Source: an optimization exercise on an open RTL-to-GDS flow (aim: small area, a short achievable clock period and few clock cycles per item). Production flows keep margins and buffers that such runs may drop. Only simulation tests tie the RTL to the original design; equivalence was not proved. Power and IR drop assume default switching activity.

<file path="flow/config.mk">
export PLATFORM = sky130hd
export DESIGN_NAME = deq_top
export DESIGN_NICKNAME = deq_top
export VERILOG_FILES = /design/flow/design.v
export SDC_FILE = /design/flow/constraint.sdc
export NUM_CORES = 4
export LEC_CHECK = 0
export CAP_MARGIN = 20
export CORE_MARGIN = 2
export CORE_UTILIZATION = 40
export CTS_CLUSTER_DIAMETER = 120
export CTS_CLUSTER_SIZE = 25
export SETUP_SLACK_MARGIN = 2.0
export SLEW_MARGIN = 20
</file>
<file path="flow/run.sh">
#!/bin/bash
# synth_recipe.tcl (not shown) runs the flow's synth.tcl, then flattens the netlist and writes it again
# the make line also repeats each setting of config.mk as NAME=value (left out here)
make -C /OpenROAD-flow-scripts/flow DESIGN_CONFIG=/design/flow/config.mk WORK_HOME=/design/flow/orfs CLKGATE_MAP_FILE= SYNTH_SCRIPT=/design/flow/synth_recipe.tcl finish
</file>
<file path="flow/design.v">
package deq_pkg;
	localparam logic [2:0] CMD_PUSH_BACK  = 3'd0;
	localparam logic [2:0] CMD_PUSH_FRONT = 3'd1;
	localparam logic [2:0] CMD_POP_FRONT  = 3'd2;
	localparam logic [2:0] CMD_POP_BACK   = 3'd3;
	localparam logic [2:0] CMD_DUMP       = 3'd4;
	localparam logic [1:0] STAT_OK    = 2'd0;
	localparam logic [1:0] STAT_FULL  = 2'd1;
	localparam logic [1:0] STAT_EMPTY = 2'd2;
	localparam int VALUE_W = 32;
	typedef logic [4:0] fill_t;
	typedef struct packed {
		logic [2:0]                cmd;
		logic signed [VALUE_W-1:0] item_value;
	} in_item_t;
	typedef struct packed {
		logic signed [VALUE_W-1:0] out_value;
		logic [1:0]                status;
		logic                      last_of_run;
		fill_t                     fill_count;
	} out_item_t;
endpackage
module deq_ram #(
	parameter int WIDTH = 32,
	parameter int DEPTH = 16
) (
	input  logic             clk,
	input  logic [DEPTH-1:0] we,
	input  logic [WIDTH-1:0] wdata,
	input  logic [DEPTH-1:0] rsel,
	output logic [WIDTH-1:0] rdata
);
	logic [WIDTH-1:0] mem_q [DEPTH];
	always_ff @(posedge clk) begin
		for (int i = 0; i < DEPTH; i++) begin
			if (we[i]) begin
				mem_q[i] <= wdata;
			end
		end
	end
	always_comb begin
		rdata = '0;
		for (int i = 0; i < DEPTH; i++) begin
			rdata = rdata | (mem_q[i] & {WIDTH{rsel[i]}});
		end
	end
endmodule
module deq_ctrl #(
	parameter int DEPTH = 16
) (
	input  logic                        clk,
	input  logic                        arst_n,
	input  logic                        cmd_valid,
	output logic                        cmd_stall,
	input  deq_pkg::in_item_t           cmd_item,
	output logic                        res_valid,
	input  logic                        res_stall,
	output deq_pkg::out_item_t          res_item,
	output logic [DEPTH-1:0]            ram_we,
	output logic [DEPTH-1:0]            ram_rsel,
	input  logic [deq_pkg::VALUE_W-1:0] ram_rdata
);
	logic [3:0]       front_q, back_q;
	logic [4:0]       cnt;         
	logic [3:0]       span;
	logic             empty_q, full_q;
	logic             s1_v, s1_v_d;
	logic [DEPTH-1:0] s1_rsel;
	logic [1:0]       s1_status;
	logic             s1_last, s1_last_d;
	logic             s1_next_last;
	logic                        o_v, o_v_d;
	logic [deq_pkg::VALUE_W-1:0] o_val;
	logic [1:0]                  o_status;
	logic                        o_last;
	logic [4:0]                  o_fill;
	logic             hold_q, pend_q, lastp_q;
	logic             blocked, s1_adv, accept;
	logic             is_pushb, is_pushf, is_popf, is_popb, is_dump, is_used;
	logic [DEPTH-1:0] oh_front, oh_front_m1, oh_back, oh_back_m1;
	always_comb begin
		for (int i = 0; i < DEPTH; i++) begin
			oh_front[i] = (front_q == i[3:0]);
			oh_back[i]  = (back_q == i[3:0]);
		end
	end
	assign span = back_q - front_q;
	assign cnt  = {full_q, span};
	assign oh_front_m1 = {oh_front[0], oh_front[DEPTH-1:1]};
	assign oh_back_m1  = {oh_back[0], oh_back[DEPTH-1:1]};
	assign is_pushb = (cmd_item.cmd == deq_pkg::CMD_PUSH_BACK);
	assign is_pushf = (cmd_item.cmd == deq_pkg::CMD_PUSH_FRONT);
	assign is_popf  = (cmd_item.cmd == deq_pkg::CMD_POP_FRONT);
	assign is_popb  = (cmd_item.cmd == deq_pkg::CMD_POP_BACK);
	assign is_dump  = (cmd_item.cmd == deq_pkg::CMD_DUMP);
	assign is_used  = is_pushb || is_pushf || is_popf || is_popb || is_dump;
	assign blocked   = pend_q && res_stall;
	assign s1_adv    = s1_v && !blocked;
	assign cmd_stall = hold_q || (lastp_q && res_stall);
	assign accept    = cmd_valid && !cmd_stall;
	assign ram_we   = (oh_back | oh_front_m1) & {DEPTH{!full_q && !blocked}};
	assign ram_rsel = s1_rsel;
	assign res_valid            = o_v;
	assign res_item.out_value   = o_val;
	assign res_item.status      = o_status;
	assign res_item.last_of_run = o_last;
	assign res_item.fill_count  = o_fill;
	assign s1_next_last = |({s1_rsel[DEPTH-2:0], s1_rsel[DEPTH-1]} & oh_back_m1);
	always_comb begin
		o_v_d     = s1_v || (o_v && res_stall);
		s1_v_d    = s1_v;
		s1_last_d = s1_last;
		if (accept) begin
			s1_v_d    = is_used;
			s1_last_d = !(is_dump && !empty_q && cnt != 5'd1);
		end else if (s1_adv) begin
			s1_v_d    = !s1_last;
			s1_last_d = s1_next_last;
		end
	end
	always_ff @(posedge clk or negedge arst_n) begin
		if (!arst_n) begin
			front_q    <= '0;
			back_q     <= '0;
			empty_q    <= 1'b1;
			full_q     <= 1'b0;
			s1_v       <= 1'b0;
			o_v        <= 1'b0;
			hold_q     <= 1'b0;
			pend_q     <= 1'b0;
			lastp_q    <= 1'b0;
		end else begin
			s1_v   <= s1_v_d;
			o_v    <= o_v_d;
			hold_q <= s1_v_d && !s1_last_d;
			pend_q <= s1_v_d && o_v_d;
			lastp_q <= s1_v_d && o_v_d && s1_last_d;
			if (accept) begin
				if (is_pushb && !full_q) begin
					back_q <= back_q + 4'd1;
				end
				if (is_pushf && !full_q) begin
					front_q <= front_q - 4'd1;
				end
				if (is_popf && !empty_q) begin
					front_q <= front_q + 4'd1;
				end
				if (is_popb && !empty_q) begin
					back_q <= back_q - 4'd1;
				end
				if ((is_pushb || is_pushf) && !full_q) begin
					empty_q <= 1'b0;
					full_q  <= (cnt == 5'd15);
				end
				if ((is_popf || is_popb) && !empty_q) begin
					empty_q <= (cnt == 5'd1);
					full_q  <= 1'b0;
				end
			end
		end
	end
	always_ff @(posedge clk) begin
		s1_last <= s1_last_d;
		if (accept) begin
			s1_rsel   <= '0;
			s1_status <= deq_pkg::STAT_OK;
			if ((is_pushb || is_pushf) && full_q) s1_status <= deq_pkg::STAT_FULL;
			if ((is_popf || is_popb || is_dump) && empty_q) s1_status <= deq_pkg::STAT_EMPTY;
			if ((is_popf || is_dump) && !empty_q) s1_rsel <= oh_front;
			if (is_popb && !empty_q) s1_rsel <= oh_back_m1;
		end else if (s1_adv) begin
			s1_rsel <= {s1_rsel[DEPTH-2:0], s1_rsel[DEPTH-1]};
		end
	end
	always_ff @(posedge clk) begin
		if (s1_adv) begin
			o_val    <= ram_rdata;
			o_status <= s1_status;
			o_last   <= s1_last;
			o_fill   <= cnt;
		end
	end
endmodule
module double_ended_queue_core #(
	parameter int DEPTH = 16
) (
	input  logic               clk,
	input  logic               arst_n,
	input  logic               cmd_valid,
	output logic               cmd_stall,
	input  deq_pkg::in_item_t  cmd_item,
	output logic               res_valid,
	input  logic               res_stall,
	output deq_pkg::out_item_t res_item
);
	logic [DEPTH-1:0]            ram_we;
	logic [DEPTH-1:0]            ram_rsel;
	logic [deq_pkg::VALUE_W-1:0] ram_rdata;
	deq_ctrl #(
		.DEPTH (DEPTH)
	) u_ctrl (
		.clk       (clk),
		.arst_n    (arst_n),
		.cmd_valid (cmd_valid),
		.cmd_stall (cmd_stall),
		.cmd_item  (cmd_item),
		.res_valid (res_valid),
		.res_stall (res_stall),
		.res_item  (res_item),
		.ram_we    (ram_we),
		.ram_rsel  (ram_rsel),
		.ram_rdata (ram_rdata)
	);
	deq_ram #(
		.WIDTH (deq_pkg::VALUE_W),
		.DEPTH (DEPTH)
	) u_ram (
		.clk   (clk),
		.we    (ram_we),
		.wdata (cmd_item.item_value),
		.rsel  (ram_rsel),
		.rdata (ram_rdata)
	);
endmodule
module deq_top (
	input  logic        clk,
	input  logic        arst_n,
	input  logic        cmd_valid,
	output logic        cmd_stall,
	input  logic [34:0] cmd_item,
	output logic        res_valid,
	input  logic        res_stall,
	output logic [39:0] res_item
);
	deq_pkg::in_item_t  cmd_s;
	deq_pkg::out_item_t res_s;
	assign cmd_s    = cmd_item;
	assign res_item = res_s;
	double_ended_queue_core #(
		.DEPTH (16)
	) u_core (
		.clk       (clk),
		.arst_n    (arst_n),
		.cmd_valid (cmd_valid),
		.cmd_stall (cmd_stall),
		.cmd_item  (cmd_s),
		.res_valid (res_valid),
		.res_stall (res_stall),
		.res_item  (res_s)
	);
endmodule
</file>
<file path="flow/constraint.sdc">
create_clock -name core_clock -period 4.0 [get_ports {clk}]
set_input_delay 0.8000 -clock core_clock [delete_from_list [all_inputs] [get_ports {clk}]]
set_output_delay 0.8000 -clock core_clock [all_outputs]
set_load 0.01 [all_outputs]
</file>
==> flow_metrics.py, run 1 <==
metrics = {
    "status": {
        "status": "finished clean",
    },
    "grt": {
        "grt_max_degree": 35,
        "grt_pass1_vias": 11800,
        "antenna_found_initial": 0,
        "grt_pass1_wl_mm": 80.4,
        "gr-total-overflow": 0,
        "track_usage": 0.195,
    },
    "power": {
        "p_total_w": 0.0191,
        "power_frac_comb": 0.338,
        "p_sw_frac": 0.352,
        "power_frac_clock": 0.165,
        "p_leak_nw": 7.72,
        "power_density_mw_per_mm2": 772,
        "switchingPower_w": 0.00672,
        "p_int_w": 0.0123,
        "ir_worst_vdd_uv": 470,
        "pwr-share-seq": 0.497,
    },
    "synthesis": {
        "synthTopCellsByArea": "edfxtp_1 79%, a221oi_1 5.3%, a22o_1 5.3%, dfrtp_1 1.6%, clkbuf_1 1.3%",
        "synth_edf_count": 570,
        "yosys_warnings": 3,
        "synth-seq-cells": 586,
        "avgSynthCellArea_sq_um": 18.7,
        "synthTopCellsByCount": "570 x edfxtp_1, 130 x a221oi_1, 130 x a22o_1",
        "synth_nets": 1209,
        "yosysMostFrequentCell": "edfxtp_1",
        "syn_area_sq_mm": 0.0216,
        "ys.flop_type": "edfxtp_1",
        "yosys.area.top_type_share": 0.791,
        "synth-seq-area-share": 0.809,
        "synth.distinct_cells": 55,
        "postSynthCellCount": 1157,
        "synth_top_cell_by_area": "edfxtp_1",
        "ys_async_sr_fraction": 0.0256,
    },
    "worst_setup_path": {
        "cp_max_fo": 2,
        "cp-end-kind": "output port",
        "start_kind": "flop",
        "crit_required_ns": 3.20,
        "setup.worst_path.class": "flop to output port",
        "arrival_ns": 1.33,
        "reg2reg_depth": 8,
    },
    "placed_design": {
        "port_buffers": 80,
        "placed_cell_area_sq_mm": 0.0236,
        "dp_hpwl_mm": 30.5,
        "place_congestion": 0.800,
        "dp.cells": 1892,
    },
    "timing": {
        "period_share": 0.532,
        "grt_setup_unrepaired": "yes",
        "tns_ns": 0,
        "max_freq_ghz": 0.470,
        "final_max_slew_viol_count": 0,
        "final.min_clock_period_ns": 2.13,
        "slew_headroom": 0.511,
        "fin_skew_ns": 0.0350,
        "worst_pin_slew_ns": 0.731,
        "final-setup-viol-count": 0,
        "hold_viol": 0,
    },
    "clock_network": {
        "root_buffer": "clkbuf_16",
        "cts_buffers": 27,
        "clkSinkCount": 586,
        "cts_tree": "done",
        "ctsHoldBuffers": 0,
        "cts-htree-levels": 1,
        "cts.path.max_buffers": 3,
        "clk_latency_ns": 0.60,
        "path_clk_slew_ns": 0.11,
    },
    "finish": {
        "finalNonFillerCells": 1981,
        "drive_gt1_frac": 0.168,
        "diodes": 0,
        "nNetsFinal": 1316,
        "area_delta_synth_final_pct": 14.1,
        "fin_area_sq_mm": 0.0247,
    },
    "routing": {
        "drtPass1Iterations": 7,
        "via_count": 12000,
        "antenna_left": 0,
        "first_iter_violations": 1141,
        "wirelength_mm": 55.5,
        "drc_errors": 0,
        "drt-vias-per-instance": 6.08,
        "wl_per_cell_microns": 28.0,
    },
    "min_path": {
        "whs_path_depth": 0,
        "hold_class": "flop to flop",
    },
    "floorplan": {
        "dieWidth_microns": 237,
        "dieHeight_microns": 237,
        "die_area_sq_mm": 0.0560,
        "start_util": 0.404,
        "coreArea_sq_mm": 0.0536,
        "ios": 81,
        "rows": 85,
    },
    "run": {
        "maxCapViolCount": 0,
    },
}
## sequential cells by signal (all words and copies together) (netlist names), 2 cells and up
name and flops:
u_core.u_ctrl.o_fill 5, u_core.u_ctrl.s1_rsel 16, u_core.u_ctrl.s1_status 2, u_core.u_ctrl.o_val 32
u_core.u_ram.mem_q 512, u_core.u_ctrl.o_status 2, u_core.u_ctrl.front_q 4, u_core.u_ctrl.back_q 4
## power by group through the flow
stage	Combinational, W	Sequential (W)	Clock, W
after detailed placement	0.00566	0.00984	0
after global routing	0.00682	0.00961	0.00341
after floorplan	0.00353	0.00936	0
after global placement	0.00561	0.00979	0
after CTS	0.00628	0.00945	0.00319
final	0.00645	0.00947	0.00315
## critical path: stages, from the launching register on
cell and delay [ns]:
dfrtp_1 0.39, a21oi_2 0.15, inv_1 0.05, buf_2 0.13
## area by class of cell
type                       count  area, sq um
clock inverter                 3         27.5
timing repair buffer         160         1420
tap                          696          871
sequential                   586        17500
inverter                      11         48.8
multi-input combinational    478         4050
clock buffer                  47          751
fill                        4582        28900
## timing repair
item                                    CTS  global route
resized for setup                       203            26
setup buffers                            33             6
pin swaps                                15             5
endpoints found under the setup margin  641           288
## kinds of logic (layout without fill, tap and decap cells)
group,count (synthesis),count (layout),synth area share
adder cells (fa/ha/maj),13,13,0.00787
flip-flops,586,586,0.809
buffers and inverters,93,221,0.0168
multiplexers,4,4,0.00191
AO/OA/AOI/OAI,332,332,0.130
XOR/XNOR,12,12,0.00486
AND/OR/NAND/NOR,117,117,0.0293
## layer usage
metal	global-route usage	wire length [microns]	vias up	share of wire
li1	-	-	5101	-
met1	0.281	24100	6351	0.43
met2	0.316	26600	508	0.48
met3	0.0261	3780	77	0.068
met4	0.0453	1040	0	0.019
met5	0	0	-	0
## path summary, 6_finish.rpt
path                                            startpoint                   endpoint  slack (ns)
worst min-delay path            u_core.u_ctrl.s1_status[0]  u_core.u_ctrl.o_status[0]        0.43
min in group asynchronous                           arst_n      u_core.u_ctrl.lastp_q        0.62
worst max register to register     u_core.u_ctrl.back_q[0]      u_core.u_ctrl.lastp_q        1.94
worst min register to register  u_core.u_ctrl.s1_status[0]  u_core.u_ctrl.o_status[0]        0.43
worst max-delay path                 u_core.u_ctrl.lastp_q                  cmd_stall        1.87
max in group asynchronous                           arst_n    u_core.u_ctrl.back_q[0]        2.86
## cell usage in the layout, fill, tap and decap left out, drive strengths merged, types with 3 or more instances in the layout
| cell type | netlist | layout |
|---|---|---|
| clkdlybuf4s50 | 0 | 34 |
| a221oi | 130 | 130 |
| clkbuf | 74 | 47 |
| a22oi | 15 | 15 |
| dfrtp | 14 | 14 |
| ha | 12 | 12 |
| clkinvlp | 0 | 3 |
| nor3 | 3 | 3 |
| and2 | 5 | 5 |
| xnor2 | 7 | 7 |
| mux2i | 3 | 3 |
| a22o | 130 | 130 |
| o221ai | 11 | 11 |
| o21a | 11 | 11 |
| nand4 | 34 | 34 |
| a32oi | 4 | 4 |
| nor2 | 25 | 25 |
| nand2b | 4 | 4 |
| edfxtp | 570 | 570 |
| nor2b | 4 | 4 |
| o32a | 4 | 4 |
| nand2 | 28 | 28 |
| inv | 10 | 11 |
| o21ai | 13 | 13 |
| a21oi | 7 | 7 |
| nor4 | 3 | 3 |
| buf | 8 | 123 |
| xor2 | 5 | 5 |
## metrics by stage
stage,worst slack (ns),hold slack (ns),utilization
floorplan,1.84,0.400,-
global placement,0.923,0.424,0.440
detailed placement,0.905,0.406,0.440
CTS,1.85,0.430,0.458
global route,1.81,0.433,0.461
finish,1.87,0.432,0.461
Testbench counts, summed over its fixed seeds: cycles 38,109, items 24,000.
==> inputs of run 2 (changes only) <==
--- a/flow/config.mk
+++ b/flow/config.mk
@@ -9,5 +9,5 @@
 export CORE_MARGIN = 2
-export CORE_UTILIZATION = 40
-export CTS_CLUSTER_DIAMETER = 120
-export CTS_CLUSTER_SIZE = 25
+export CORE_UTILIZATION = 45
+export CTS_CLUSTER_DIAMETER = 100
+export CTS_CLUSTER_SIZE = 20
 export SETUP_SLACK_MARGIN = 2.0
==> run 2 against run 1 <==
Effect of this change: critical path depth unchanged; core utilization increased by 6.8 points; maximum frequency increased by 0.98%; critical path type unchanged; largest power group unchanged; sequential share of layout area decreased by 1.4 points; highest routed layer unchanged; final area increased by 2.0%; non-clock buffer count increased by 15; clock skew increased by 0.0028 ns; sequential power about the same.
==> flow_metrics.py, run 2 <==
metrics = {
    "synthesis": {
        "ys_async_sr_fraction": 0.0256,
        "synth_edf_count": 570,
        "yosys_warnings": 3,
        "synth_top_cell_by_area": "edfxtp_1",
        "synthTopCellsByCount": "570 x edfxtp_1, 130 x a221oi_1, 130 x a22o_1",
        "ys.flop_type": "edfxtp_1",
        "synth_nets": 1209,
        "avgSynthCellArea_sq_um": 18.7,
        "synth-seq-cells": 586,
        "syn_area_sq_mm": 0.0216,
        "yosys.area.top_type_share": 0.791,
        "synthTopCellsByArea": "edfxtp_1 79%, a221oi_1 5.3%, a22o_1 5.3%, dfrtp_1 1.6%, clkbuf_1 1.3%",
        "yosysMostFrequentCell": "edfxtp_1",
        "synth.distinct_cells": 55,
        "postSynthCellCount": 1157,
        "synth-seq-area-share": 0.809,
    },
    "floorplan": {
        "die_area_sq_mm": 0.0498,
        "dieHeight_microns": 223,
        "rows": 80,
        "start_util": 0.454,
        "coreArea_sq_mm": 0.0476,
        "ios": 81,
        "dieWidth_microns": 223,
    },
    "finish": {
        "finalNonFillerCells": 1918,
        "final_common_cell": "edfxtp_1",
        "largest_reg_flops": 512,
        "layout_common_cells": "570 x edfxtp_1, 130 x a22o_1, 117 x a221oi_1",
        "drive_gt1_frac": 0.189,
        "nNetsFinal": 1339,
        "area_delta_synth_final_pct": 16.4,
        "fillCellCount": 3750,
        "final_util": 0.528,
        "top_regs": "u_core.u_ram.mem_q x512, u_core.u_ctrl.o_val x32, u_core.u_ctrl.s1_rsel x16",
        "top_register": "u_core.u_ram.mem_q",
    },
    "routing": {
        "antenna_left": 0,
        "drt-vias-per-instance": 6.32,
        "drc_errors": 0,
        "wirelength_mm": 57.6,
        "wl_per_cell_microns": 30.0,
        "via_count": 12100,
        "drtPass1Iterations": 8,
        "first_iter_violations": 1461,
    },
    "grt": {
        "grt_pass1_wl_mm": 82.6,
        "grt_pass1_vias": 11900,
        "gr-total-overflow": 0,
        "antenna_found_initial": 1,
        "grt_max_degree": 35,
        "track_usage": 0.230,
    },
    "clock_network": {
        "cts.path.max_buffers": 3,
        "clk_latency_ns": 0.59,
        "clkSinkCount": 586,
        "cts_tree": "done",
        "root_buffer": "clkbuf_16",
        "cts-htree-levels": 2,
        "cts_buffers": 35,
        "path_clk_slew_ns": 0.08,
    },
    "timing": {
        "slew_headroom": 0.516,
        "grt_setup_unrepaired": "yes",
        "fin_skew_ns": 0.0378,
        "final.min_clock_period_ns": 2.11,
        "final-setup-viol-count": 0,
        "hold_viol": 0,
        "max_freq_ghz": 0.475,
        "period_share": 0.526,
        "worst_pin_slew_ns": 0.724,
        "final_max_slew_viol_count": 0,
        "tns_ns": 0,
    },
    "placed_design": {
        "dp_hpwl_mm": 30.8,
        "place_congestion": 0.873,
        "port_buffers": 80,
        "dp.cells": 1811,
    },
    "worst_setup_path": {
        "slowest_stage": "dfrtp_1",
        "cp_max_fo": 2,
        "setup.worst_path.class": "flop to output port",
        "start_kind": "flop",
        "arrival_ns": 1.31,
        "rr_startpoint": "u_core.u_ctrl.back_q[0]",
        "cp-end-kind": "output port",
        "reg2reg_depth": 9,
        "r2r-end": "u_core.u_ctrl.hold_q",
        "r2r_slack_ns": 1.90,
        "path_cells": "a21oi_2, inv_1, buf_2",
        "critPathMaxStageDelay_ns": 0.39,
        "crit_required_ns": 3.20,
    },
    "power": {
        "ir_worst_vdd_uv": 376,
        "switchingPower_w": 0.00703,
        "power_density_mw_per_mm2": 799,
        "pwr-share-seq": 0.471,
        "power_frac_comb": 0.347,
        "p_sw_frac": 0.350,
        "power_frac_clock": 0.182,
        "p_leak_nw": 7.99,
        "p_int_w": 0.0131,
    },
    "min_path": {
        "min_to": "u_core.u_ctrl.o_status[1]",
        "whs_path_depth": 0,
        "hold_path.startpoint": "u_core.u_ctrl.s1_status[1]",
        "hold_class": "flop to flop",
    },
    "run": {
        "maxCapViolCount": 0,
    },
    "status": {
        "status": "finished clean",
    },
}
[run 2: cell counts after synthesis]
No cell type changed its count.
[run 2: worst max path at each step]
stage	endpoint	start	cells past startpoint
finish	cmd_stall	u_core.u_ctrl.lastp_q	3
global placement	u_core.u_ctrl.front_q[2]	res_stall	8
global route	u_core.u_ctrl.hold_q	u_core.u_ctrl.back_q[0]	9
CTS	cmd_stall	u_core.u_ctrl.lastp_q	3
detailed placement	u_core.u_ctrl.front_q[2]	res_stall	8
floorplan	u_core.u_ram.mem_q[0][0]	res_stall	5
[run 2: power by group through the flow]
stage               logic (W)  clock network (W)  registers, W
finish                0.00697            0.00367       0.00947
global route          0.00732            0.00393       0.00961
CTS                   0.00666            0.00373       0.00946
detailed placement    0.00567                  0       0.00991
global placement      0.00564                  0       0.00986
floorplan             0.00353                  0       0.00936
[run 2: metrics by stage]
step	total power [W]	setup slack, ns	hold WS (ns)	area [sq um]
after floorplan	0.0129	1.84	0.400	21900
after global placement	0.0155	0.955	0.409	23500
after detailed placement	0.0156	0.928	0.408	23500
after CTS	0.0199	1.88	0.427	25000
after global routing	0.0209	1.82	0.432	25200
final	0.0201	1.89	0.425	25200
[run 2: repair_timing]
action | in CTS | in global routing
endpoints found under the setup margin | 645 | 235
buffers inserted | 44 | 8
hold endpoints to repair | 0 | 0
resized for setup | 190 | 43
pin swaps | 16 | 6
hold buffers | 0 | 0
gates cloned | 0 | 2
[run 2: kinds of logic (layout without fill, tap and decap cells)]
| logic type | count (synthesis) | after routing | synth area share |
|---|---|---|---|
| xor gates and xnor gates | 12 | 12 | 0.00486 |
| other | 0 | 2 | 0 |
| DFF | 586 | 586 | 0.809 |
| adders and majority gates | 13 | 13 | 0.00787 |
| and+or+nand+nor | 117 | 117 | 0.0293 |
| AOI/OAI and AO/OA | 332 | 332 | 0.130 |
| buffers and inverters | 93 | 237 | 0.0168 |
| muxes | 4 | 4 | 0.00191 |
[run 2: layer usage]
metal	wire, microns	GRT usage	up-vias
met5	0	0	-
met4	1120	0.0637	0
met1	24400	0.324	6378
li1	-	-	5138
met2	27400	0.371	532
met3	4620	0.0435	66
[run 2: worst max-delay path: cells and delay by family, from the launching register on]
kind / cells / cell delay (ns)
AOI/OAI and AO/OA: 1 / 0.14
DFF: 1 / 0.39
buffers and inverters: 2 / 0.18
[run 2: final cells by class]
class	count	area, sq um	area share
antenna	2	5.00	0.000199
tap	615	769	0.0306
clock inverter	2	41.3	0.00164
sequential	586	17500	0.696
inverter	11	48.8	0.00194
clock buffer	49	971	0.0386
multi-input combinational	478	4180	0.166
timing repair buffer	175	1640	0.0652
==> inputs of run 3 (changes only) <==
--- a/flow/config.mk
+++ b/flow/config.mk
@@ -9,5 +9,6 @@
 export CORE_MARGIN = 2
-export CORE_UTILIZATION = 45
+export CORE_UTILIZATION = 40
 export CTS_CLUSTER_DIAMETER = 100
 export CTS_CLUSTER_SIZE = 20
+export PLACE_DENSITY = 0.7
 export SETUP_SLACK_MARGIN = 2.0
==> run 3 against run 2 <==
Effect of this change: still clean; die area rose by 12%; routed wire length decreased by 4.4%; non-clock buffer count fell by 6; maximum frequency is 0.95% higher; critical path type is now primary input to output port; critical endpoint unchanged; largest power group unchanged; highest routed layer is now met5.
==> flow_metrics.py, run 3 <==
metrics = {
    "finish": {
        "area_delta_synth_final_pct": 16.1,
        "nNetsFinal": 1334,
        "top_register": "u_core.u_ram.mem_q",
        "final_util": 0.469,
        "layout_common_cells": "570 x edfxtp_1, 130 x a22o_1, 129 x a221oi_1",
        "final_common_cell": "edfxtp_1",
        "largest_reg_flops": 512,
        "top_regs": "u_core.u_ram.mem_q x512, u_core.u_ctrl.o_val x32, u_core.u_ctrl.s1_rsel x16",
        "drive_gt1_frac": 0.173,
    },
    "routing": {
        "via_count": 12200,
        "antenna_left": 0,
        "first_iter_violations": 1449,
        "wirelength_mm": 55.1,
        "drc_errors": 0,
        "drtPass1Iterations": 6,
        "wl_per_cell_microns": 27.6,
        "drt-vias-per-instance": 6.14,
    },
    "grt": {
        "track_usage": 0.194,
        "gr-total-overflow": 0,
        "grt_max_degree": 35,
        "grt_pass1_vias": 12200,
        "antenna_found_initial": 2,
        "grt_pass1_wl_mm": 80.7,
    },
    "synthesis": {
        "ys_async_sr_fraction": 0.0256,
        "synthTopCellsByCount": "570 x edfxtp_1, 130 x a221oi_1, 130 x a22o_1",
        "avgSynthCellArea_sq_um": 18.7,
        "yosys.area.top_type_share": 0.791,
        "postSynthCellCount": 1157,
        "synth-seq-area-share": 0.809,
        "synth.distinct_cells": 55,
        "synth-seq-cells": 586,
        "synth_edf_count": 570,
        "yosysMostFrequentCell": "edfxtp_1",
        "syn_area_sq_mm": 0.0216,
        "synth_nets": 1209,
        "ys.flop_type": "edfxtp_1",
        "synthTopCellsByArea": "edfxtp_1 79%, a221oi_1 5.3%, a22o_1 5.3%, dfrtp_1 1.6%, clkbuf_1 1.3%",
        "yosys_warnings": 3,
        "synth_top_cell_by_area": "edfxtp_1",
    },
    "timing": {
        "fin_skew_ns": 0.0219,
        "final.min_clock_period_ns": 2.09,
        "hold_viol": 0,
        "final-setup-viol-count": 0,
        "grt_setup_unrepaired": "yes",
        "period_share": 0.522,
        "max_freq_ghz": 0.479,
        "worst_pin_slew_ns": 0.735,
        "slew_headroom": 0.508,
        "final_max_slew_viol_count": 0,
        "tns_ns": 0,
    },
    "power": {
        "power_density_mw_per_mm2": 788,
        "ir_worst_vdd_uv": 424,
        "p_leak_nw": 7.93,
    },
    "floorplan": {
        "die_area_sq_mm": 0.0560,
        "dieWidth_microns": 237,
        "dieHeight_microns": 237,
        "start_util": 0.404,
        "ios": 81,
        "rows": 85,
        "coreArea_sq_mm": 0.0536,
    },
    "worst_setup_path": {
        "r2r_slack_ns": 1.99,
        "crit_required_ns": 3.20,
        "setup.worst_path.class": "primary input to output port",
        "arrival_ns": 1.29,
        "cp-end-kind": "output port",
        "cp_max_fo": 3,
        "start_kind": "primary input",
    },
    "clock_network": {
        "clk_latency_ns": 0.56,
        "cts_tree": "done",
        "path_clk_slew_ns": 0.09,
        "clkSinkCount": 586,
        "cts_buffers": 36,
        "cts-htree-levels": 2,
        "cts.path.max_buffers": 3,
        "root_buffer": "clkbuf_16",
    },
    "run": {
        "maxCapViolCount": 0,
    },
    "status": {
        "status": "finished clean",
    },
    "placed_design": {
        "port_buffers": 80,
        "place_congestion": 0.875,
        "dp_hpwl_mm": 28.7,
    },
    "min_path": {
        "hold_class": "flop to flop",
    },
}
run 3: cell counts after synthesis:
No cell type changed its count.
run 3: worst paths after layout:
path / to / cells after the start / start
max: cmd_stall / 4 / res_stall
min: u_core.u_ctrl.o_status[0] / 0 / u_core.u_ctrl.s1_status[0]
max reg2reg: u_core.u_ctrl.o_val[10] / 4 / u_core.u_ctrl.s1_rsel[0]
min reg2reg: u_core.u_ctrl.o_status[0] / 0 / u_core.u_ctrl.s1_status[0]
max in group asynchronous: u_core.u_ctrl.back_q[2] / 1 / arst_n
min in group asynchronous: u_core.u_ctrl.back_q[2] / 1 / arst_n
run 3: repair_timing:
item	CTS	global route
setup endpoints to repair	646	386
gates resized for setup	157	39
pin swaps	12	9
hold endpoints to repair	0	0
buffers inserted	31	17
cloned	0	0
hold buffers	0	0
run 3: logic make-up (layout without fill, tap and decap cells):
logic type,Yosys count,after routing,share of synthesized area
flops,586,586,0.809
compound gates,332,332,0.130
fa+ha+maj,13,13,0.00787
simple gates,117,117,0.0293
other cells,0,1,0
xor+xnor,12,12,0.00486
buf+inv,93,232,0.0168
mux,4,4,0.00191
run 3: routing by layer:
| metal | track usage | routed length, microns | vias to the layer above |
|---|---|---|---|
| met5 | 0 | 8 | - |
| met3 | 0.0349 | 5390 | 102 |
| met2 | 0.317 | 26500 | 700 |
| met1 | 0.268 | 22000 | 6298 |
| met4 | 0.0527 | 1170 | 2 |
| li1 | - | - | 5132 |
run 3: worst max-delay path: stages:
cell and delay [ns]:
buf_2 0.15, a21oi_2 0.17, inv_1 0.05, clkbuf_2 0.12
run 3: where the power goes:
part | switching, W | leakage, nW | internal, W
sequential | 0.000589 | 5.35 | 0.00888
clock | 0.00191 | 0.507 | 0.00176
combinational | 0.00437 | 2.08 | 0.00228
run 3: layout make-up:
| type | count | area, sq um |
|---|---|---|
| Antenna cell | 1 | 2.50 |
| Inverter | 11 | 52.6 |
| Fill cell | 4464 | 28500 |
| Timing Repair Buffer | 169 | 1520 |
| Sequential cell | 586 | 17500 |
| Tap cell | 696 | 871 |
| Clock buffer | 48 | 988 |
| Multi-Input combinational cell | 478 | 4090 |
| Clock inverter | 4 | 60.1 |
run 3: stage by stage:
| stage | hold WS [ns] | area (sq um) | setup slack, ns | total power (W) | cells |
|---|---|---|---|---|---|
| 3_5_place_dp | 0.408 | 23500 | 0.545 | 0.0154 | 1892 |
| 5_1_grt | 0.443 | 25100 | 1.87 | 0.0205 | 1993 |
| 6_report | 0.431 | 25100 | 1.91 | 0.0198 | 1993 |
| 3_3_place_gp | 0.406 | 23500 | 0.644 | 0.0153 | 1892 |
| 4_1_cts | 0.428 | 25000 | 1.67 | 0.0195 | 1975 |
| 2_1_floorplan | 0.400 | 21900 | 1.84 | 0.0129 | 1157 |
==> inputs of run 4 (changes only) <==
--- a/flow/config.mk
+++ b/flow/config.mk
@@ -12,4 +12,4 @@
 export CTS_CLUSTER_SIZE = 20
-export PLACE_DENSITY = 0.7
 export SETUP_SLACK_MARGIN = 2.0
 export SLEW_MARGIN = 20
+export TNS_END_PERCENT = 0
==> run 4 against run 3 <==
Effect of this change: power shrank 2.9%; worst setup slack lost 0.20 ns; via count shrank 2.0%; first-iteration DRC count grew 13%; clock power shrank 3%; routed wire length grew 1.6%; critical endpoint unchanged; still clean on timing, DRC and antenna.
==> flow_metrics.py, run 4 <==
metrics = {
    "synthesis": {
        "syn_area_sq_mm": 0.0216,
        "postSynthCellCount": 1157,
        "synthTopCellsByCount": "570 x edfxtp_1, 130 x a221oi_1, 130 x a22o_1",
        "yosys_warnings": 3,
        "ys.flop_type": "edfxtp_1",
        "synth_edf_count": 570,
        "synth.distinct_cells": 55,
        "synth_top_cell_by_area": "edfxtp_1",
        "yosys.area.top_type_share": 0.791,
        "ys_async_sr_fraction": 0.0256,
        "synthTopCellsByArea": "edfxtp_1 79%, a221oi_1 5.3%, a22o_1 5.3%, dfrtp_1 1.6%, clkbuf_1 1.3%",
        "yosysMostFrequentCell": "edfxtp_1",
        "avgSynthCellArea_sq_um": 18.7,
        "synth-seq-cells": 586,
        "synth-seq-area-share": 0.809,
        "synth_nets": 1209,
    },
    "floorplan": {
        "ios": 81,
        "start_util": 0.404,
        "rows": 85,
        "coreArea_sq_mm": 0.0536,
        "die_area_sq_mm": 0.0560,
        "dieHeight_microns": 237,
        "dieWidth_microns": 237,
    },
    "worst_setup_path": {
        "reg2reg_depth": 4,
        "r2r-end": "u_core.u_ctrl.o_val[8]",
        "r2r_slack_ns": 1.75,
        "start_kind": "primary input",
        "crit_required_ns": 3.20,
        "setup.worst_path.class": "primary input to output port",
        "rr_startpoint": "u_core.u_ctrl.s1_rsel[11]",
        "cp_max_fo": 3,
        "cp-end-kind": "output port",
        "arrival_ns": 1.48,
    },
    "status": {
        "status": "finished clean",
    },
    "clock_network": {
        "cts_tree": "done",
        "root_buffer": "clkbuf_16",
        "ctsHoldBuffers": 0,
        "clk_latency_ns": 0.58,
        "cts-htree-levels": 2,
        "cts_buffers": 35,
        "path_clk_slew_ns": 0.08,
        "clkSinkCount": 586,
        "cts.path.max_buffers": 3,
    },
    "finish": {
        "drive_gt1_frac": 0.120,
        "largest_reg_flops": 512,
        "final_common_cell": "edfxtp_1",
        "regArea_sq_mm": 0.0175,
        "nNetsFinal": 1314,
        "fillCellCount": 4585,
        "finalNonFillerCells": 1964,
        "multi_input_area_sq_mm": 0.00396,
        "top_regs": "u_core.u_ram.mem_q x512, u_core.u_ctrl.o_val x32, u_core.u_ctrl.s1_rsel x16",
        "top_register": "u_core.u_ram.mem_q",
        "area_delta_synth_final_pct": 14.6,
        "diodes": 0,
        "layout_common_cells": "570 x edfxtp_1, 130 x a22o_1, 130 x a221oi_1",
    },
    "power": {
        "pwr-share-seq": 0.498,
        "p_sw_frac": 0.350,
        "p_int_w": 0.0125,
        "power_frac_clock": 0.185,
        "power_frac_comb": 0.316,
        "ir_worst_vdd_uv": 338,
        "switchingPower_w": 0.00674,
        "power_density_mw_per_mm2": 775,
        "p_leak_nw": 7.82,
    },
    "timing": {
        "final-setup-viol-count": 0,
        "hold_viol": 0,
        "slew_headroom": 0.318,
        "worst_pin_slew_ns": 1.02,
        "tns_ns": 0,
        "final.min_clock_period_ns": 2.28,
        "grt_setup_unrepaired": "yes",
        "max_freq_ghz": 0.438,
        "fin_skew_ns": 0.0290,
        "period_share": 0.571,
        "final_max_slew_viol_count": 0,
    },
    "routing": {
        "drt-vias-per-instance": 6.11,
        "wl_per_cell_microns": 28.5,
        "drtPass1Iterations": 5,
        "via_count": 12000,
        "first_iter_violations": 1637,
        "wirelength_mm": 55.9,
        "antenna_left": 0,
        "drc_errors": 0,
    },
    "grt": {
        "gr-total-overflow": 0,
        "antenna_found_initial": 0,
        "grt_max_degree": 35,
        "grt_pass1_vias": 11600,
        "track_usage": 0.198,
        "grt_pass1_wl_mm": 81.4,
    },
    "min_path": {
        "whs_path_depth": 0,
        "min_to": "u_core.u_ctrl.o_status[1]",
        "hold_class": "flop to flop",
        "hold_path.startpoint": "u_core.u_ctrl.s1_status[1]",
    },
    "placed_design": {
        "dp_hpwl_mm": 31.0,
        "dp.cells": 1893,
        "place_congestion": 0.821,
        "port_buffers": 80,
    },
    "run": {
        "maxCapViolCount": 0,
    },
}
==> run 4: changes by cell type in the layout (fill, tap and decap cells not counted), sizes merged <==
cell,before,now
inv,10,12
clkbuf,59,38
clkdlybuf4s15,14,0
dlymetal6s2s,1,4
buf,107,71
clkdlybuf4s50,34,74
diode,1,0
dlygate4sd2,2,1
clkinvlp,1,0
==> run 4: critical path, stage by stage <==
cell and delay (ns):
buf_2 0.15, a21oi_2 0.19, inv_1 0.06, dlygate4sd2_1 0.28
==> run 4: power by group through the flow <==
stage | Sequential [W] | Clock, W | Combinational [W]
2_1_floorplan | 0.00936 | 0 | 0.00349
3_3_place_gp | 0.00970 | 0 | 0.00564
3_5_place_dp | 0.00976 | 0 | 0.00568
4_1_cts | 0.00959 | 0.00363 | 0.00587
5_1_grt | 0.00972 | 0.00382 | 0.00646
6_report | 0.00957 | 0.00356 | 0.00608
==> run 4: kinds of logic after synthesis <==
family,share of synthesized area
multiplexers,0.00191
flip-flops,0.809
AND/OR/NAND/NOR,0.0293
XOR/XNOR,0.00486
adder cells (fa/ha/maj),0.00787
AO/OA/AOI/OAI,0.130
buffers and inverters,0.0168
==> run 4: final cells by class <==
type,instances,area share
Clock buffer,38,0.0358
Clock inverter,5,0.00293
Inverter,11,0.00166
Multi-Input combinational cell,478,0.160
Sequential cell,586,0.706
Tap cell,696,0.0351
Timing Repair Buffer,150,0.0586
==> run 4: through the flow <==
step	setup WS [ns]	util	hold WS, ns	area [sq um]	total power [W]
3_5_place_dp	0.830	0.438	0.420	23500	0.0154
2_1_floorplan	1.84	-	0.400	21800	0.0129
3_3_place_gp	0.855	0.438	0.412	23500	0.0153
5_1_grt	1.67	0.463	0.430	24800	0.0200
4_1_cts	1.63	0.459	0.427	24600	0.0191
6_report	1.72	0.463	0.427	24800	0.0192
==> run 4: worst max-delay path by stage <==
stage | from | to | slack (ns) | cells past startpoint
floorplan | res_stall | u_core.u_ram.mem_q[0][0] | 1.84 | 5
global placement | res_stall | u_core.u_ram.mem_q[12][5] | 0.86 | 5
detailed placement | res_stall | u_core.u_ram.mem_q[12][5] | 0.83 | 5
CTS | u_core.u_ctrl.back_q[0] | u_core.u_ram.mem_q[14][22] | 1.63 | 5
global route | u_core.u_ctrl.o_val[21] | res_item[29] | 1.67 | 1
finish | res_stall | cmd_stall | 1.72 | 4
==> run 4: timing repair <==
action                                  in CTS  in global routing
buffers inserted                            12                 16
pin swaps                                    5                  6
endpoints found under the setup margin     633                619
gates resized for setup                     11                 14
==> run 4: metal layers <==
layer / GRT usage / share of wire / vias to the layer above
li1: - / - / 5074
met1: 0.294 / 0.44 / 6238
met2: 0.308 / 0.46 / 602
met3: 0.0254 / 0.074 / 80
met4: 0.0572 / 0.023 / 0
met5: 0 / 0 / -
==> inputs of run 5 (changes only) <==
--- a/flow/config.mk
+++ b/flow/config.mk
@@ -14,2 +14 @@
 export SLEW_MARGIN = 20
-export TNS_END_PERCENT = 0
==> run 5 against run 4 <==
Effect of this change: still clean; die area stayed put; clock power grew 1%; maximum frequency up 9.1%; first-iteration DRC count decreased by 30%; synthesized cell count unchanged; critical path depth shrank 1; via count rose by 0.66%; largest cell class unchanged.
==> flow_metrics.py, run 5 <==
metrics = {
    "timing": {
        "final_max_slew_viol_count": 0,
        "final.min_clock_period_ns": 2.09,
        "holdWs_ns": 0.429,
        "slew_headroom": 0.513,
        "period_share": 0.523,
        "hold_viol": 0,
        "final-setup-viol-count": 0,
        "grt_setup_unrepaired": "yes",
        "fin_skew_ns": 0.0192,
        "tns_ns": 0,
        "worst_pin_slew_ns": 0.729,
        "max_freq_ghz": 0.478,
    },
    "grt": {
        "gr-total-overflow": 0,
        "antenna_found_initial": 0,
        "grt_max_degree": 35,
        "grt_pass1_vias": 11800,
        "grt_pass1_wl_mm": 80.8,
        "track_usage": 0.197,
    },
    "floorplan": {
        "coreArea_sq_mm": 0.0536,
        "die_area_sq_mm": 0.0560,
        "start_util": 0.404,
        "dieHeight_microns": 237,
        "rows": 85,
        "ios": 81,
        "dieWidth_microns": 237,
    },
    "routing": {
        "via_count": 12100,
        "drt-vias-per-instance": 6.10,
        "antenna_left": 0,
        "wl_per_cell_microns": 28.1,
        "first_iter_violations": 1153,
        "wirelength_mm": 55.7,
        "met2_length_mm": 26.6,
        "drtPass1Iterations": 8,
        "wl_met1_mm": 24.2,
        "highest_layer": "met4",
        "wl_met3_mm": 3.74,
        "drc_errors": 0,
    },
    "finish": {
        "final_common_cell": "edfxtp_1",
        "area_delta_synth_final_pct": 14.9,
        "nNetsFinal": 1321,
        "layout_common_cells": "570 x edfxtp_1, 130 x a22o_1, 128 x a221oi_1",
        "top_regs": "u_core.u_ram.mem_q x512, u_core.u_ctrl.o_val x32, u_core.u_ctrl.s1_rsel x16",
        "top_register": "u_core.u_ram.mem_q",
        "fillCellCount": 4554,
        "diodes": 0,
        "largest_reg_flops": 512,
        "drive_gt1_frac": 0.173,
        "regArea_sq_mm": 0.0175,
        "multi_input_area_sq_mm": 0.00405,
    },
    "synthesis": {
        "synth_nets": 1209,
        "ys.flop_type": "edfxtp_1",
        "yosysMostFrequentCell": "edfxtp_1",
        "synth_edf_count": 570,
        "synth.distinct_cells": 55,
        "avgSynthCellArea_sq_um": 18.7,
        "yosys_warnings": 3,
        "postSynthCellCount": 1157,
        "synth-seq-cells": 586,
        "synth-seq-area-share": 0.809,
        "synth_top_cell_by_area": "edfxtp_1",
        "synthTopCellsByArea": "edfxtp_1 79%, a221oi_1 5.3%, a22o_1 5.3%, dfrtp_1 1.6%, clkbuf_1 1.3%",
        "synthTopCellsByCount": "570 x edfxtp_1, 130 x a221oi_1, 130 x a22o_1",
        "syn_area_sq_mm": 0.0216,
        "yosys.area.top_type_share": 0.791,
        "ys_async_sr_fraction": 0.0256,
    },
    "min_path": {
        "hold_path.startpoint": "u_core.u_ctrl.s1_status[0]",
        "hold_class": "flop to flop",
    },
    "clock_network": {
        "cts_tree": "done",
        "cts.path.max_buffers": 3,
        "clkSinkCount": 586,
        "path_clk_slew_ns": 0.09,
        "cts_buffers": 35,
        "cts-htree-levels": 2,
        "ctsHoldBuffers": 0,
        "root_buffer": "clkbuf_16",
        "clk_latency_ns": 0.58,
    },
    "power": {
        "p_leak_nw": 7.83,
        "power_density_mw_per_mm2": 783,
        "ir_worst_vdd_uv": 463,
    },
    "worst_setup_path": {
        "cp_max_fo": 2,
        "arrival_ns": 1.29,
        "crit_required_ns": 3.20,
        "setup.worst_path.class": "flop to output port",
        "start_kind": "flop",
        "cp-end-kind": "output port",
        "crit_path_start": "u_core.u_ctrl.lastp_q",
        "rr_startpoint": "u_core.u_ctrl.front_q[0]",
    },
    "status": {
        "status": "finished clean",
    },
    "run": {
        "maxCapViolCount": 0,
    },
    "placed_design": {
        "place_congestion": 0.800,
        "port_buffers": 80,
        "dp_hpwl_mm": 30.5,
    },
}
[run 5: cell counts after synthesis]
No cell type changed its count.
[run 5: critical path, stage by stage (launching register included)]
cell,delay [ns]
dfrtp_1,0.39
a21oi_2,0.16
inv_1,0.05
clkbuf_2,0.12
[run 5: repair_timing]
| action | 4_1_cts | 5_1_grt |
|---|---|---|
| setup buffers | 34 | 2 |
| gates resized for setup | 167 | 45 |
| setup endpoints to repair | 641 | 403 |
| pin swaps | 14 | 3 |
[run 5: logic make-up after synthesis]
| group | Yosys count | synth area share |
|---|---|---|
| flops | 586 | 0.809 |
| simple gates | 117 | 0.0293 |
| buf+inv | 93 | 0.0168 |
| mux | 4 | 0.00191 |
| xor+xnor | 12 | 0.00486 |
| compound gates | 332 | 0.130 |
| fa+ha+maj | 13 | 0.00787 |
[run 5: path summary, 6_finish.rpt]
path                                             end  slack (ns)  cells past startpoint
min                        u_core.u_ctrl.o_status[0]        0.43                      0
min in group asynchronous    u_core.u_ctrl.back_q[0]        0.65                      1
min reg2reg                u_core.u_ctrl.o_status[0]        0.43                      0
max                                        cmd_stall        1.91                      3
max in group asynchronous    u_core.u_ctrl.back_q[3]        2.82                      1
max reg2reg                     u_core.u_ctrl.hold_q        1.96                      6
[run 5: power by group]
| group | internal, W | switching, W | total, W |
|---|---|---|---|
| logic | 0.00214 | 0.00425 | 0.00639 |
| clock network | 0.00167 | 0.00195 | 0.00361 |
| registers | 0.00888 | 0.000602 | 0.00948 |
| total | 0.0127 | 0.00680 | 0.0195 |
[run 5: final cells by class]
| class | count | share of cell area |
|---|---|---|
| repair buffers | 157 | 0.0558 |
| clock inverters | 4 | 0.00176 |
| flip-flops and latches | 586 | 0.705 |
| inverters | 11 | 0.00201 |
| multi-input cells | 478 | 0.163 |
| well taps | 696 | 0.0350 |
| clock buffers | 46 | 0.0377 |
[run 5: per-layer routing]
layer / GRT usage / vias to the layer above
met5: 0 / -
li1: - / 5104
met1: 0.282 / 6352
met4: 0.0491 / 0
met2: 0.318 / 533
met3: 0.0296 / 84
[run 5: through the flow]
step | area, sq um | util | power (W) | cells | setup slack, ns
6_report | 24900 | 0.464 | 0.0195 | 1978 | 1.91
5_1_grt | 24900 | 0.464 | 0.0203 | 1978 | 1.86
2_1_floorplan | 21900 | - | 0.0129 | 1157 | 1.84
3_3_place_gp | 23600 | 0.440 | 0.0154 | 1892 | 0.923
3_5_place_dp | 23600 | 0.440 | 0.0155 | 1892 | 0.905
4_1_cts | 24900 | 0.464 | 0.0195 | 1976 | 1.75
==> inputs of run 6 (changes only) <==
--- a/flow/config.mk
+++ b/flow/config.mk
@@ -12,3 +12,4 @@
 export CTS_CLUSTER_SIZE = 20
-export SETUP_SLACK_MARGIN = 2.0
+export SETUP_SLACK_MARGIN = 2.2
 export SLEW_MARGIN = 20
+export TNS_END_PERCENT = 0
==> run 6 against run 5 <==
Effect of this change: clock-buffer cell count shrank 8; sequential power is essentially flat; flip-flop and latch count is the same; synthesized area is the same; critical path type is now primary input to flop; die area is the same; combinational power shrank 3%; critical path depth grew 3; final area shrank 0.27%; register-to-register slack lost 0.07 ns; final cell count shrank 0.51%; still clean.
==> flow_metrics.py, run 6 <==
metrics = {
    "placed_design": {
        "place_congestion": 0.821,
        "port_buffers": 80,
        "dp_hpwl_mm": 31.0,
        "dp.cells": 1893,
        "placed_cell_area_sq_mm": 0.0235,
    },
    "routing": {
        "drc_errors": 0,
        "via_count": 12100,
        "wl_per_cell_microns": 28.6,
        "antenna_left": 0,
        "drt-vias-per-instance": 6.13,
        "drtPass1Iterations": 5,
        "first_iter_violations": 1510,
        "wirelength_mm": 56.3,
    },
    "floorplan": {
        "ios": 81,
        "coreArea_sq_mm": 0.0536,
        "dieWidth_microns": 237,
        "start_util": 0.404,
        "die_area_sq_mm": 0.0560,
        "rows": 85,
        "dieHeight_microns": 237,
    },
    "synthesis": {
        "synth_fa_ha_area_frac": 0.00787,
        "synth_xor_area_frac": 0.00486,
        "ys.flop_type": "edfxtp_1",
        "synth_edf_count": 570,
        "synthSimpleGateAreaFrac": 0.0293,
        "syn_area_sq_mm": 0.0216,
        "yosys_warnings": 3,
        "postSynthCellCount": 1157,
        "ys_async_sr_fraction": 0.0256,
        "synth-seq-area-share": 0.809,
        "synth_mux_area_frac": 0.00191,
        "synth_nets": 1209,
        "synthTopCellsByArea": "edfxtp_1 79%, a221oi_1 5.3%, a22o_1 5.3%, dfrtp_1 1.6%, clkbuf_1 1.3%",
        "synthTopCellsByCount": "570 x edfxtp_1, 130 x a221oi_1, 130 x a22o_1",
        "synth_top_cell_by_area": "edfxtp_1",
        "yosys.area.top_type_share": 0.791,
        "synth_top_family_by_area": "compound AO/OA/AOI/OAI gates",
        "yosysMostFrequentCell": "edfxtp_1",
        "synth-seq-cells": 586,
        "synth_compound_area_frac": 0.130,
        "synth.distinct_cells": 55,
        "avgSynthCellArea_sq_um": 18.7,
    },
    "grt": {
        "track_usage": 0.200,
        "antenna_found_initial": 0,
        "grt_pass1_wl_mm": 81.9,
        "grt_pass1_vias": 11700,
        "grt_max_degree": 35,
        "gr-total-overflow": 0,
    },
    "clock_network": {
        "clk_latency_ns": 0.59,
        "path_clk_slew_ns": 0.09,
        "cts-htree-levels": 2,
        "root_buffer": "clkbuf_16",
        "cts_buffers": 35,
        "cts.path.max_buffers": 3,
        "ctsHoldBuffers": 0,
        "clkSinkCount": 586,
        "cts_tree": "done",
    },
    "finish": {
        "drive_gt1_frac": 0.129,
        "fillCellCount": 4603,
        "area_delta_synth_final_pct": 14.6,
        "diodes": 0,
        "top_register": "u_core.u_ram.mem_q",
        "top_regs": "u_core.u_ram.mem_q x512, u_core.u_ctrl.o_val x32, u_core.u_ctrl.s1_rsel x16",
        "nNetsFinal": 1318,
        "final_common_cell": "edfxtp_1",
        "fin_area_sq_mm": 0.0248,
        "largest_reg_flops": 512,
        "layout_common_cells": "570 x edfxtp_1, 130 x a22o_1, 128 x a221oi_1",
        "finalNonFillerCells": 1968,
    },
    "worst_setup_path": {
        "setup.worst_path.class": "primary input to flop",
        "cp-end-kind": "flop",
        "crit_required_ns": 4.43,
        "crit_path_start": "cmd_item[34]",
        "arrival_ns": 2.58,
        "cp_max_fo": 7,
        "rr_startpoint": "u_core.u_ctrl.back_q[1]",
        "start_kind": "primary input",
    },
    "status": {
        "status": "finished clean",
    },
    "timing": {
        "period_share": 0.539,
        "final.min_clock_period_ns": 2.15,
        "holdWs_ns": 0.433,
        "slew_headroom": 0.530,
        "tns_ns": 0,
        "hold_viol": 0,
        "worst_pin_slew_ns": 0.703,
        "final-setup-viol-count": 0,
        "grt_setup_unrepaired": "yes",
        "final_max_slew_viol_count": 0,
        "max_freq_ghz": 0.464,
        "fin_skew_ns": 0.0268,
    },
    "run": {
        "maxCapViolCount": 0,
    },
    "power": {
        "p_leak_nw": 7.78,
        "power_density_mw_per_mm2": 776,
        "ir_worst_vdd_uv": 351,
    },
    "min_path": {
        "hold_class": "flop to flop",
        "hold_path.startpoint": "u_core.u_ctrl.s1_status[1]",
    },
}
[run 6: cell types whose count changed in the layout (fill, tap and decap cells not counted), sizes merged, moves of 2 or more]
cell           change
buf               -31
clkinvlp           -2
dlygate4sd2       +39
clkdlybuf4s50      +3
clkinv             +3
clkbuf            -20
[run 6: logic make-up (layout without fill, tap and decap cells)]
kind of cell / count (synthesis) / after routing
fa+ha+maj: 13 / 13
simple gates: 117 / 117
compound gates: 332 / 332
flops: 586 / 586
buf+inv: 93 / 208
xor+xnor: 12 / 12
mux: 4 / 4
[run 6: repair_timing]
action	in CTS	in global routing
gates resized for setup	70	8
pin swaps	13	0
buffers inserted	31	1
endpoints found under the setup margin	660	656
cloned	0	0
[run 6: report_power, final]
part	internal [W]	total (W)	switching (W)
sequential	0.00888	0.00947	0.000587
clock	0.00161	0.00355	0.00194
combinational	0.00200	0.00622	0.00422
total	0.0125	0.0192	0.00675
[run 6: per-layer routing]
layer	wire, microns	track usage
met1	24500	0.295
met2	26200	0.311
met3	4240	0.0270
met4	1240	0.0560
met5	0	0
[run 6: final cells by class]
class	instances	area [sq um]	share of cell area
clock buffer	38	887	0.0358
clock inverter	5	72.6	0.00293
inverter	11	41.3	0.00166
sequential	586	17500	0.707
multi-input combinational	478	3980	0.160
tap	696	871	0.0351
timing repair buffer	154	1430	0.0577
[run 6: critical path: stages]
cell,delay (ns)
clkdlybuf4s50_1,0.67
xnor2_1,0.12
nor3_2,0.31
nand2_1,0.19
o32a_1,0.33
o21ai_1,0.15
[run 6: path summary, 6_finish.rpt]
kind	to	slack (ns)	cells after the start
min	u_core.u_ctrl.o_status[1]	0.43	0
min in group asynchronous	u_core.u_ctrl.back_q[1]	0.64	1
max in group asynchronous	u_core.u_ctrl.front_q[2]	2.86	1
max	u_core.u_ctrl.s1_rsel[1]	1.85	6
max reg2reg	u_core.u_ram.mem_q[0][29]	1.89	5
min reg2reg	u_core.u_ctrl.o_status[1]	0.43	0
[run 6: stage by stage]
step	utilization	setup WS (ns)	total power, W
after floorplan	-	1.84	0.0129
after global placement	0.438	0.855	0.0153
after detailed placement	0.438	0.830	0.0154
after CTS	0.462	1.85	0.0193
after global routing	0.463	1.78	0.0200
final	0.463	1.85	0.0192

==> re-timing with driven ports <==
How much do the figures lean on ideal ports? The routed layouts below were timed once more, with nothing changed but the port constraints. Step 1, drivers: a clkbuf_16 drives clk and a buf_2 each remaining input, both assumed. Step 2 also shifts input and output timing later by t, the mid clock arrival at the registers, as if the neighbouring blocks saw the same clock. a / b / c = ideal / step 1 / step 2; a / b = the first two.
run	shift t [ns]	slack for setup (ns)	worst setup path after step 2	latest minus earliest clock arrival (ns)	pins driven straight from the clock port
run 1	0.646	1.874 / 1.815 / 1.496	input to register	0.038 / 0.038	1
run 2	0.631	1.894 / 1.836 / 1.495	input to register	0.039 / 0.039	1
run 3	0.603	1.914 / 1.887 / 1.487	input to register	0.023 / 0.023	1
run 4	0.627	1.716 / 1.664 / 1.255	input to register	0.031 / 0.031	1
run 5	0.628	1.906 / 1.845 / 1.483	input to register	0.021 / 0.020	1
run 6	0.629	1.845 / 1.826 / 1.244	input to register	0.028 / 0.029	1
After both steps setup and hold are still met in every run listed. The setup slack of run 6, which loses most, moves by -0.019 ns with the drivers and by -0.601 ns with both steps.
